From an optimization exercise on the open Yosys and OpenROAD flow, aimed at small area, a short achievable clock period and few clock cycles per item; shortcuts taken in it are not production practice. The RTL was checked by simulation tests, not by an equivalence proof against the original design. Power is estimated from default activity; no workload was simulated.

==> design/flow/design.v <==
module alu_multicycle #(
  parameter int WORD_SIZE = 32
) (
  input  logic                 clk,
  input  logic                 reset,
  input  logic                 start,
  input  logic [3:0]           alu_ctr,
  input  logic [WORD_SIZE-1:0] R2,
  input  logic [WORD_SIZE-1:0] R3,
  output logic [WORD_SIZE-1:0] alu_out,
  output logic [WORD_SIZE-1:0] hi_out,
  output logic                 zero,
  output logic                 div_zero,
  output logic                 busy,
  output logic                 done
);
  localparam int W = WORD_SIZE;
  localparam logic [3:0] OP_AND  = 4'b0000;
  localparam logic [3:0] OP_ADD  = 4'b0001;
  localparam logic [3:0] OP_SUB  = 4'b0010;
  localparam logic [3:0] OP_XOR  = 4'b0011;
  localparam logic [3:0] OP_NOR  = 4'b0100;
  localparam logic [3:0] OP_OR   = 4'b0101;
  localparam logic [3:0] OP_SLT  = 4'b0110;
  localparam logic [3:0] OP_SLTU = 4'b0111;
  localparam logic [3:0] OP_SLL  = 4'b1000;
  localparam logic [3:0] OP_SRL  = 4'b1001;
  localparam logic [3:0] OP_SRA  = 4'b1010;
  localparam logic [3:0] OP_MULU = 4'b1100;
  localparam logic [3:0] OP_DIVU = 4'b1101;
  localparam logic [1:0] S_IDLE = 2'd0;
  localparam logic [1:0] S_MUL  = 2'd1;
  localparam logic [1:0] S_DIV  = 2'd2;
  function automatic logic [5:0] lzc32(input logic [31:0] v);
    logic [15:0] v1; logic [15:0] p1;           
    logic [7:0]  v2; logic [15:0] p2;           
    logic [3:0]  v3; logic [11:0] p3;           
    logic [1:0]  v4; logic [7:0]  p4;           
    logic [4:0]  p5;
    for (int i = 0; i < 16; i++) begin
      v1[i] = v[2*i+1] | v[2*i];
      p1[i] = ~v[2*i+1];
    end
    for (int i = 0; i < 8; i++) begin
      v2[i] = v1[2*i+1] | v1[2*i];
      p2[2*i +: 2] = v1[2*i+1] ? {1'b0, p1[2*i+1]} : {1'b1, p1[2*i]};
    end
    for (int i = 0; i < 4; i++) begin
      v3[i] = v2[2*i+1] | v2[2*i];
      p3[3*i +: 3] = v2[2*i+1] ? {1'b0, p2[2*(2*i+1) +: 2]} : {1'b1, p2[2*(2*i) +: 2]};
    end
    for (int i = 0; i < 2; i++) begin
      v4[i] = v3[2*i+1] | v3[2*i];
      p4[4*i +: 4] = v3[2*i+1] ? {1'b0, p3[3*(2*i+1) +: 3]} : {1'b1, p3[3*(2*i) +: 3]};
    end
    p5 = v4[1] ? {1'b0, p4[7:4]} : {1'b1, p4[3:0]};
    lzc32 = (v4[1] | v4[0]) ? {1'b0, p5} : 6'd32;
  endfunction
  function automatic logic [40:0] add40(input logic [39:0] a, input logic [39:0] b, input logic cin);
    logic [39:0] g, p, gg, pp;
    logic [40:0] s;
    g  = a & b;
    p  = a ^ b;
    gg = g;
    pp = p;
    gg[0] = g[0] | (p[0] & cin);
    for (int l = 0; l < 6; l++) begin
      for (int i = 0; i < 40; i++) begin
        if (((i >> l) & 1) == 1) begin
          gg[i] = gg[i] | (pp[i] & gg[((i >> l) << l) - 1]);
          pp[i] = pp[i] & pp[((i >> l) << l) - 1];
        end
      end
    end
    s[0] = p[0] ^ cin;
    for (int i = 1; i < 40; i++) s[i] = p[i] ^ gg[i-1];
    s[40] = gg[39];
    add40 = s;
  endfunction
  function automatic logic [31:0] rev32(input logic [31:0] v);
    for (int i = 0; i < 32; i++) rev32[i] = v[31-i];
  endfunction
  logic [1:0]   state_q;
  logic [4:0]   cnt_q;
  logic [W-1:0] h_q, l_q;
  logic [W:0]   x_q;         
  logic [W-1:0] y_q;         
  logic [4:0]   dig_q;       
  logic         done_q, dz_q;
  logic [W:0]   sub_w;
  logic         ltu, lts;
  logic [W-1:0] single_res;
  logic [4:0]   shamt;
  logic         sh_left;
  logic [W-1:0] sh_in, sh_out, sh_res;
  logic        as_sub;
  logic [40:0] as_f;
  assign as_sub = (alu_ctr != OP_ADD);
  assign as_f   = add40({8'h00, R2}, {{8{as_sub}}, R3 ^ {W{as_sub}}}, as_sub);
  assign sub_w  = as_f[W:0];
  assign ltu   = sub_w[W];     
  assign lts   = (R2[W-1] ^ R3[W-1]) ? R2[W-1] : ltu;
  assign shamt = R3[4:0];
  assign sh_left = ~alu_ctr[0] & ~alu_ctr[1];
  assign sh_in   = sh_left ? rev32(R2) : R2;
  assign sh_out  = $unsigned($signed({alu_ctr[1] & R2[W-1], sh_in}) >>> shamt);
  assign sh_res  = sh_left ? rev32(sh_out) : sh_out;
  always_comb begin
    case (alu_ctr)
      OP_AND:  single_res = R2 & R3;
      OP_ADD:  single_res = as_f[W-1:0];
      OP_SUB:  single_res = sub_w[W-1:0];
      OP_XOR:  single_res = R2 ^ R3;
      OP_NOR:  single_res = ~(R2 | R3);
      OP_OR:   single_res = R2 | R3;
      OP_SLT:  single_res = {{(W-1){1'b0}}, lts};
      OP_SLTU: single_res = {{(W-1){1'b0}}, ltu};
      OP_SLL, OP_SRL, OP_SRA: single_res = sh_res;
      default: single_res = '0;
    endcase
  end
  logic [5:0]   lz_a, lz_b;
  logic         mul_swap;         
  logic [W-1:0] mcand;
  logic [2:0]   mlz;              
  logic         mul_zero;
  logic [5:0]   dshift_w;
  logic         div_short;        
  logic [W-1:0] mplier;
  logic [2:0]   mtop;             
  logic [4:0]   mdig;
  logic [W:0]   mplier_x, y_x;
  logic [W:0]   div_al;
  assign lz_a     = lzc32(R2);
  assign lz_b     = lzc32(R3);
  assign mul_swap = (lz_a[5:2] > lz_b[5:2]);
  assign mcand    = mul_swap ? R3 : R2;
  assign mlz      = mul_swap ? lz_a[4:2] : lz_b[4:2];
  assign mul_zero = lz_a[5] | lz_b[5];
  assign dshift_w  = lz_b - lz_a;
  assign div_short = (lz_a > lz_b);
  assign mplier   = mul_swap ? R2 : R3;
  assign mtop     = ~mlz;
  assign mplier_x = {mplier, 1'b0};
  assign mdig     = mplier_x[4*mtop +: 5];
  assign div_al   = {1'b0, R3} << (dshift_w[4:0] | 5'd1);
  logic [40:0]  mul_f;
  logic [4:0]   mul_w;
  logic         b1_neg, b1_one, b1_two, b0_neg, b0_one, b0_two;
  logic [32:0]  b1_mag, b0_mag;
  logic [39:0]  mul_r0, mul_r1, mul_r2, mul_s, mul_c;
  logic [2:0]   mul_cy;
  logic [W-6:0] mul_up, mul_up_inc, mul_up_dec;
  logic [W-1:0] mul_h, mul_l;
  assign mul_w  = dig_q;
  assign y_x    = {y_q, 1'b0};
  assign b1_neg = mul_w[4] & ~(mul_w[3] & mul_w[2]);
  assign b1_one = mul_w[3] ^ mul_w[2];
  assign b1_two = (mul_w[4] & ~mul_w[3] & ~mul_w[2]) | (~mul_w[4] & mul_w[3] & mul_w[2]);
  assign b0_neg = mul_w[2] & ~(mul_w[1] & mul_w[0]);
  assign b0_one = mul_w[1] ^ mul_w[0];
  assign b0_two = (mul_w[2] & ~mul_w[1] & ~mul_w[0]) | (~mul_w[2] & mul_w[1] & mul_w[0]);
  assign b1_mag = ({33{b1_one}} & {1'b0, x_q[W-1:0]}) | ({33{b1_two}} & {x_q[W-1:0], 1'b0});
  assign b0_mag = ({33{b0_one}} & {1'b0, x_q[W-1:0]}) | ({33{b0_two}} & {x_q[W-1:0], 1'b0});
  assign mul_r0 = {3'b000, h_q[0], l_q, 1'b0, b1_neg, 1'b0, b0_neg};
  assign mul_r1 = {40{b0_neg}} ^ {7'b0, b0_mag};
  assign mul_r2 = {{38{b1_neg}} ^ {5'b0, b1_mag}, 2'b00};
  assign mul_s  = mul_r0 ^ mul_r1 ^ mul_r2;
  assign mul_c  = {(mul_r0[38:0] & mul_r1[38:0]) | (mul_r0[38:0] & mul_r2[38:0]) | (mul_r1[38:0] & mul_r2[38:0]), 1'b0};
  assign mul_f  = add40(mul_s, mul_c, 1'b0);
  assign mul_cy     = mul_f[39:37];
  assign mul_up     = h_q[W-5:1];
  assign mul_up_inc = mul_up + 1'b1;
  assign mul_up_dec = mul_up - 1'b1;
  assign mul_h      = {mul_cy[2] ? mul_up_dec : mul_cy[0] ? mul_up_inc : mul_up, mul_f[36:32]};
  assign mul_l      = mul_f[31:0];
  logic [39:0] dv_a, dv_b, dv_c, dv_s, dv_cy;
  logic [40:0] div_f1, div_f2a, div_f2b;
  logic        div_q1, div_q2;
  logic [W-1:0] div_r2;
  assign dv_a    = {8'h00, h_q};
  assign dv_b    = {7'h7F, ~x_q};
  assign dv_c    = {8'hFF, ~x_q[W:1]};
  assign dv_s    = dv_a ^ dv_b ^ dv_c;
  assign dv_cy   = {(dv_a[38:0] & dv_b[38:0]) | (dv_a[38:0] & dv_c[38:0]) | (dv_b[38:0] & dv_c[38:0]), 1'b1};
  assign div_f1  = add40(dv_a, dv_b, 1'b1);
  assign div_f2a = add40(dv_a, dv_c, 1'b1);
  assign div_f2b = add40(dv_s, dv_cy, 1'b1);
  assign div_q1  = ~div_f1[39];
  assign div_q2  = div_q1 ? ~div_f2b[39] : ~div_f2a[39];
  always_comb begin
    case ({div_q1, div_q2})
      2'b00:   div_r2 = h_q;
      2'b01:   div_r2 = div_f2a[W-1:0];
      2'b10:   div_r2 = div_f1[W-1:0];
      default: div_r2 = div_f2b[W-1:0];
    endcase
  end
  logic last;
  assign last = (cnt_q == 5'd0);
  always_ff @(posedge clk) begin
    if (reset) begin
      state_q <= S_IDLE;
      done_q  <= 1'b0;
    end else begin
      done_q <= 1'b0;
      case (state_q)
        S_IDLE: if (start) begin
          case (alu_ctr)
            OP_MULU: begin
              if (!mul_zero) state_q <= S_MUL;
              else done_q <= 1'b1;
            end
            OP_DIVU: begin
              if (!(lz_b[5] | div_short)) state_q <= S_DIV;
              else done_q <= 1'b1;
            end
            default: done_q <= 1'b1;
          endcase
        end
        S_MUL, S_DIV: if (last) begin
          state_q <= S_IDLE;
          done_q  <= 1'b1;
        end
        default: state_q <= S_IDLE;
      endcase
    end
  end
  always_ff @(posedge clk) begin
    case (state_q)
      S_MUL: begin
        h_q   <= mul_h;
        l_q   <= mul_l;
        dig_q <= y_x[4*(cnt_q[2:0] - 3'd1) +: 5];
        cnt_q <= cnt_q - 5'd1;
      end
      S_DIV: begin
        h_q   <= div_r2;
        l_q   <= {l_q[W-3:0], div_q1, div_q2};
        x_q   <= x_q >> 2;
        cnt_q <= cnt_q - 5'd1;
      end
      default: begin
        dz_q <= 1'b0;
        case (alu_ctr)
          OP_MULU: begin
            h_q   <= '0;
            l_q   <= mdig[4] ? mcand : '0;
            x_q   <= {1'b0, mcand};
            y_q   <= mplier;
            dig_q <= mdig;
            cnt_q <= {2'b00, mtop};
          end
          OP_DIVU: begin
            x_q   <= div_al;
            cnt_q <= {1'b0, dshift_w[4:1]};
            h_q   <= R2;
            l_q   <= {W{lz_b[5]}};
            dz_q  <= lz_b[5];
          end
          default: begin
            l_q <= single_res;
            h_q <= '0;
          end
        endcase
      end
    endcase
  end
  assign alu_out  = l_q;
  assign hi_out   = h_q;
  assign zero     = (l_q == '0);
  assign div_zero = dz_q;
  assign done     = done_q;
  assign busy     = (state_q != S_IDLE);
endmodule
==> design/flow/run.sh <==
#!/bin/bash
# synth_recipe.tcl (not shown) runs the flow's synth.tcl, then flattens the netlist and writes it again
# the make line also repeats each setting of config.mk as NAME=value (left out here)
make -C /OpenROAD-flow-scripts/flow DESIGN_CONFIG=/design/flow/config.mk WORK_HOME=/design/flow/orfs CLKGATE_MAP_FILE= SYNTH_SCRIPT=/design/flow/synth_recipe.tcl finish
==> design/flow/config.mk <==
export PLATFORM = sky130hd
export DESIGN_NAME = alu_multicycle
export DESIGN_NICKNAME = alu_multicycle
export VERILOG_FILES = /design/flow/design.v
export SDC_FILE = /design/flow/constraint.sdc
export NUM_CORES = 4
export LEC_CHECK = 0
export CAP_MARGIN = 20
export CORE_MARGIN = 2
export CORE_UTILIZATION = 40
export CTS_BUF_LIST = sky130_fd_sc_hd__clkbuf_4 sky130_fd_sc_hd__clkbuf_8
export GPL_TIMING_DRIVEN = 0
export SETUP_SLACK_MARGIN = 0.3
export SLEW_MARGIN = 20
==> design/flow/constraint.sdc <==
create_clock -name core_clock -period 5.5 [get_ports {clk}]
set_input_delay 1.1000 -clock core_clock [delete_from_list [all_inputs] [get_ports {clk}]]
set_output_delay 1.1000 -clock core_clock [all_outputs]
set_load 0.01 [all_outputs]
==> impl_metrics.csv <==
group,metric,value,unit
outcome,outcome,"finished clean",
clock_tree,cts_buffer_depth,2,
clock_tree,tritoncts,"yes",
logic_synthesis,synth_top_family_by_area,"compound AO/OA/AOI/OAI gates",
clock_tree,cts_max_level,4,
layout,finalNonFillerCells,4353,
worst_setup_path,arrival,5.54,ns
timing,rsz0062_at_grt,"yes",
timing,final-hold-violation-count,0,
detailed_routing,vias_per_cell,6.47,
flow_run,drv_cap,0,
timing,fmax,190,MHz
pwr,irDropWorstVdd,0.000302,V
layout,insertedDiodeCount,0,
floorplanning,core_area,63100,µm²
clock_tree,clock-sinks,143,
timing,tightest_slew,1.19,ns
layout,syn2layout_area_growth,23.1,%
worst_setup_path,crit_type,"primary input to flip-flop",
place,place_congestion,1.04,
worst_setup_path,critPathMaxFanout,10,
grt,grt_use_total,38.4,%
logic_synthesis,synth_cell_type_count,89,
logic_synthesis,synth_compound_area_share,25.6,%
clock_tree,root_buffer,"clkbuf_8",
layout,seq_area,3940,µm²
floorplanning,boundaryPins,139,
logic_synthesis,ys_seq_area_share,15.5,%
logic_synthesis,avgSynthCellArea,7.87,µm²
floorplanning,rows,92,
grt,grt_pass1_vias,26400,
timing,post-route-period-util,95.6,%
detailed_routing,drtIter0Drc,3666,
timing,slew_violations,0,
logic_synthesis,ys_warn_count,1,
worst_setup_path,crit_required,5.78,ns
timing,finClkSkew,0.0204,ns
grt,grt_overflow,0,
place,pre_cts_ws,-2.67,ns
timing,post-route-worst-setup-slack,0.243,ns
pwr,leakage,13.0,nW
hold_path,min_path_type,"flip-flop to flip-flop",
logic_synthesis,synth_xor_area_share,7.66,%
detailed_routing,ant_nets,0,
worst_setup_path,critical_path.endpoint_type,"flip-flop",
logic_synthesis,yosys.area_share.simple,16.2,%
floorplanning,die_w,256,µm
clock_tree,clock_latency,0.55,ns
timing,slew_headroom,20.6,%
place,dp_hpwl,102000,µm
floorplanning,fp.dieArea,65800,µm²
timing,setup_viol,0,
layout,multiInputGateArea,21300,µm²
layout,final_nets,3904,
floorplanning,fp.dieH,256,µm
layout,post_route_cells_drive_above_1_share,16.9,%
detailed_routing,vias,28200,
layout,n_fill_cell,6329,
clock_tree,cts_inserted_buffers,17,
detailed_routing,wl_per_cell,29.9,µm
worst_setup_path,start_kind,"primary input",
logic_synthesis,synth_edf_count,108,
layout,final_area,31400,µm²
logic_synthesis,ys_ff_latch,143,
logic_synthesis,synth_nets,3649,
grt,grt_pass1_wl,185000,µm
detailed_routing,dr.pass1.iters,8,
logic_synthesis,yosys.area_share.adder,19.3,%
grt,antenna_found_initial,5,
logic_synthesis,synthesis.area,25500,µm²
place,dp_cells,4226,
logic_synthesis,synth_top_flop_cell,"edfxtp_1",
place,postPlaceCellArea,28000,µm²
detailed_routing,drc_errors,0,
logic_synthesis,synth.area.mux_share,8.68,%
logic_synthesis,ys_async_sr_fraction,0,%
grt,grt_max_degree,27,
place,port_buffers,135,
layout,fin_util,49.8,%
pwr,power.density,336,nW/µm²
detailed_routing,drt_wl_total,130000,µm
timing,layout_min_cycle_time,5.26,ns
logic_synthesis,synth_cells,3239,
clock_tree,clk_pin_slew,0.09,ns
floorplanning,start_util,40.4,%
-- area by class of cell --
| class | instances | share of cell area [%] |
|---|---|---|
| Timing Repair Buffer | 237 | 6.88 |
| Multi-Input combinational cell | 2609 | 68.0 |
| Clock inverter | 15 | 0.538 |
| Clock buffer | 17 | 0.745 |
| Tap cell | 846 | 3.37 |
| Buffer | 206 | 4.53 |
| Sequential cell | 143 | 12.6 |
| Inverter | 280 | 3.39 |
-- flip-flops by register name, indices dropped and copies added (netlist names) --
signal,count
done_q,1
y_q,32
l_q,32
dig_q,5
h_q,32
state_q,2
x_q,33
dz_q,1
cnt_q,5
-- synthesized netlist by cell type, drive strengths merged (18+ instances only) --
library cell	number	area [µm²]
a211oi	50	375
a21o	40	300
a21oi	286	1430
a221oi	52	455
a22oi	85	638
a31oi	27	169
and3	26	164
buf	31	124
clkbuf	176	661
dfxtp	35	701
edfxtp	108	3240
fa	90	1800
ha	249	3120
inv	279	1050
mux2i	129	1290
mux4	40	901
nand2	262	983
nand2b	22	138
nand3	59	295
nand4	24	150
nor2	283	1060
nor3	55	292
nor4	29	181
o211ai	27	203
o21a	20	150
o21ai	198	991
o21bai	22	165
o22ai	30	188
or3	18	113
xnor2	178	1560
xor2	45	394
-- path summary, 6_finish.rpt --
check / start / to / slack, ns / cells after the start
min reg2reg: state_q[0] / state_q[0] / 0.52 / 2
max reg2reg: dig_q[2] / h_q[26] / 0.38 / 18
max: R2[19] / x_q[21] / 0.24 / 19
min: state_q[0] / state_q[0] / 0.52 / 2
-- kinds of logic (layout without fill, tap and decap cells) --
| logic type | count (synthesis) | count (layout) |
|---|---|---|
| AOI/OAI and AO/OA | 998 | 998 |
| and+or+nand+nor | 878 | 878 |
| buffers and inverters | 487 | 755 |
| adders and majority gates | 339 | 339 |
| xor gates and xnor gates | 223 | 223 |
| muxes | 171 | 171 |
| DFF | 143 | 143 |
-- critical path, cell delays in order --
cell,delay (ns)
clkbuf_4,0.27
inv_1,0.21
nand4_1,0.31
or4_4,0.65
o221a_4,0.33
inv_1,0.07
ha_2,0.16
inv_2,0.05
fa_2,0.46
xor2_4,0.22
buf_12,0.15
buf_12,0.14
a21oi_1,0.20
nor2_1,0.10
a31oi_4,0.22
buf_4,0.19
o22ai_1,0.09
o21ai_1,0.43
o21ai_0,0.14
-- where the power goes --
group,internal (W),switching [W]
clock network,0.000382,0.000538
registers,0.00131,0.000291
logic,0.00321,0.00482
total,0.00491,0.00565
-- cells in the final DEF (no fill, tap or decap), types with 76 or more instances in the layout --
cell             instances
fa_1                    89
clkbuf_1                76
xnor2_1                172
ha_1                   231
o21ai_0                122
inv_1                  264
mux2i_1                109
nor2_1                 278
buf_4                  110
nand2_1                254
a21oi_1                228
clkdlybuf4s50_1         83
edfxtp_1               108
-- routing by layer --
layer / global-route usage (%) / wire length (µm)
met5: 0 / 61
met4: 26.0 / 11100
met3: 7.90 / 14200
met2: 56.7 / 53800
met1: 50.3 / 50900
-- through the flow --
stage	power (W)	TNS [ns]	hold slack (ns)
floorplan	0.00609	0	0.472
finish	0.0106	0	0.523
global route	0.0111	0	0.550
global placement	0.00841	-249.37	0.498
CTS	0.00974	0	0.519
detailed placement	0.00839	-201.09	0.506
-- repair_timing --
| action | in CTS | in global routing |
|---|---|---|
| pin swaps | 37 | 55 |
| hold buffers | 0 | 0 |
| endpoints found under the setup margin | 166 | 116 |
| setup buffers | 41 | 54 |
| endpoints found under the hold margin | 0 | 0 |
| gates resized for setup | 443 | 295 |
| gates cloned | 0 | 1 |
Testbench counts, summed over its fixed seeds: cycles 6,700, ops 3,200.

## what the ideal ports hide
In the flow no input, the clock included, has a driving cell. The finished layout below was timed again as built, in two steps.
Step 1 (the two cells are an assumption about what drives the block):
set clk [get_ports {clk}]
set_driving_cell -lib_cell sky130_fd_sc_hd__clkbuf_16 $clk
set_driving_cell -lib_cell sky130_fd_sc_hd__buf_2 [delete_from_list [all_inputs] $clk]
Step 2, shift: input delay + t, output delay - t, t = (earliest + latest rising clock arrival at the registers) / 2. This alone moves slack from input paths to output paths.
Three values: no drivers, after step 1, after step 2; two values: the first two.
shift t [ns]: 0.605
slack for setup (ns): 0.243 / 0.283 / -0.322
worst setup path at the end: input to register
With both steps, setup timing fails in this run, where it was met with ideal ports. The setup slack of this run moves by +0.040 ns with the drivers and by -0.565 ns with both steps.
